Source: an optimization exercise on an open RTL-to-GDS flow (aim: small area, a short achievable clock period and few clock cycles per item). Production flows keep margins and buffers that such runs may drop.
The RTL was checked by simulation tests, not by an equivalence proof against the original design.
Power is estimated from default activity; no workload was simulated.

Design sigma_clipped_mean_unit, start of the top module:
module sigma_clipped_mean_unit (
    input  logic        i_clk,
    input  logic        i_rst_n,
    input  logic        s_axis_tvalid,
    output logic        s_axis_tready,
    input  logic [15:0] s_axis_tdata,    
    output logic        m_axis_tvalid,
    input  logic        m_axis_tready,
    output logic [31:0] m_axis_tdata     
);
Size: ~3300 cells after synthesis, ~750 flip-flops, roughly 54 I/O pins, roughly 36000 um^2 of cells after synthesis.
==> flow/config.mk <==
export PLATFORM = sky130hd
export DESIGN_NAME = sigma_clipped_mean_unit
export DESIGN_NICKNAME = sigma_clipped_mean_unit
export VERILOG_FILES = /design/flow/design.v
export SDC_FILE = /design/flow/constraint.sdc
export NUM_CORES = 4
export LEC_CHECK = 0
export ABC_CLOCK_PERIOD_IN_PS = 3000
export CAP_MARGIN = 20
export CORE_MARGIN = 2
export CORE_UTILIZATION = 65
export CTS_CLUSTER_DIAMETER = 80
export CTS_CLUSTER_SIZE = 24
export SLEW_MARGIN = 20
==> flow/constraint.sdc <==
create_clock -name core_clock -period 10.0 [get_ports {i_clk}]
set_input_delay 2.0000 -clock core_clock [delete_from_list [all_inputs] [get_ports {i_clk}]]
set_output_delay 2.0000 -clock core_clock [all_outputs]
set_load 0.01 [all_outputs]
standard.sh (not shown) runs the stock make flow with config.mk's settings and CLKGATE_MAP_FILE= SYNTH_SCRIPT=/design/flow/synth_recipe.tcl, a recipe that flattens the netlist after the stock synthesis.
==> flow/flow/run.sh <==
#!/bin/bash
set -euo pipefail
MARGIN=6.5
EXTRA="SETUP_SLACK_MARGIN=${MARGIN} BUFFER_PORTS_ARGS=-buffer_cell\\\\ sky130_fd_sc_hd__buf_2"
sed "s|\"\${@:-finish}\"|${EXTRA} \"\${@:-finish}\"|" standard.sh > standard_tuned.sh
grep -q "SETUP_SLACK_MARGIN=${MARGIN}" standard_tuned.sh
bash standard_tuned.sh finish > flow_make.log 2>&1
The first run went through all stages and came out clean.
Testbench counts at the start, summed over its fixed seeds: cycles 3,528, items 192.
Then changed:
- CTS_CLUSTER_DIAMETER: 80 -> not set
- CTS_CLUSTER_SIZE: 24 -> not set
The changed run ran to the end with no violations.
Core utilization goes up by 2.3 points.
Non-clock buffer count goes down by 1.
Via count goes up slightly.
Cell area goes up by a few percent.

main:
Starting RTL as in the previous note.
Settings: LEC_CHECK=0, ABC_CLOCK_PERIOD_IN_PS=3000, CAP_MARGIN=20, CORE_MARGIN=2, CORE_UTILIZATION=65, CTS_CLUSTER_DIAMETER=80, CTS_CLUSTER_SIZE=24, SLEW_MARGIN=20; clock period 10.0 ns.
==> flow/flow/run.sh <==
#!/bin/bash
set -euo pipefail
MARGIN=6.5
sed 's/yosys synth -nofsm -noshare /yosys synth -nofsm -noshare -noabc /' synth_recipe.tcl > synth_recipe_noabc.tcl
grep -q -- "-noabc" synth_recipe_noabc.tcl
EXTRA="SETUP_SLACK_MARGIN=${MARGIN} BUFFER_PORTS_ARGS=-buffer_cell\\\\ sky130_fd_sc_hd__buf_2"
sed -e "s|synth_recipe\.tcl|synth_recipe_noabc.tcl|" \
    -e "s|\"\${@:-finish}\"|${EXTRA} \"\${@:-finish}\"|" standard.sh > standard_tuned.sh
grep -q "SETUP_SLACK_MARGIN=${MARGIN}" standard_tuned.sh
grep -q "synth_recipe_noabc.tcl" standard_tuned.sh
bash standard_tuned.sh finish > flow_make.log 2>&1
Testbench counts of main, summed over its fixed seeds: cycles 3,528, items 192.
Changes in the feature branch relative to main:
==> flow/flow/run.sh <==
#!/bin/bash
set -euo pipefail
MARGIN=6.0
EXTRA="SETUP_SLACK_MARGIN=${MARGIN} BUFFER_PORTS_ARGS=-buffer_cell\\\\ sky130_fd_sc_hd__buf_2"
sed "s|\"\${@:-finish}\"|${EXTRA} \"\${@:-finish}\"|" standard.sh > standard_tuned.sh
grep -q "SETUP_SLACK_MARGIN=${MARGIN}" standard_tuned.sh
bash standard_tuned.sh finish > flow_make.log 2>&1
Results
- The feature branch vs main: critical path depth down in the feature branch
- Comparing multiplexer share of the synthesized area for main and the feature branch, the bigger number came from main.
- In the feature branch the sequential share of layout area turned out 0.70 points lower than in main.
- Power in combinational cells in the feature branch vs main: up about 6%
- main → the feature branch: total area of multi-input combinational cells has decreased; global-route wire length before repair went up 6.8%.
- Wire length up 6600 um in the feature branch wrt main
- Diff main -> the feature branch | count of plain and timing-repair buffers in the layout | down by more than 10%
- Re overall track demand over capacity in global routing: main and the feature branch aren't equal, and the lower value belongs to main.

static timing again, ports no longer ideal:
Ports are ideal in the flow. The routed layouts listed here were re-timed in OpenROAD. Step 1 sets driving cells, clkbuf_16 on the clock port and buf_2 on the other inputs (assumed; they add their load-dependent delay and slew). Step 2, shift: input delay + t, output delay - t, t = (earliest + latest rising clock arrival at the registers) / 2. This alone moves slack from input paths to output paths. a / b / c = ideal / step 1 / step 2; a / b = the first two.
run	t (ns)	slack for setup (ns)	hold slack, ns	worst data-port slew with drivers (ns)	pins driven straight from the clock port
the first run of note 1	0.676	6.576 / 6.576 / 5.999	0.324 / 0.324 / 0.324	0.03	1
the second run of note 1	0.686	6.579 / 6.579 / 6.003	0.314 / 0.314 / 0.314	0.03	1
main	0.659	6.563 / 6.563 / 6.151	0.319 / 0.319 / 0.319	0.04	1
the feature branch	0.674	6.029 / 6.029 / 6.009	0.325 / 0.325 / 0.325	0.03	1
After both steps every run listed still meets setup and hold. The setup slack of the first run of note 1, which loses most, moves by 0.000 ns with the drivers and by -0.577 ns with both steps.
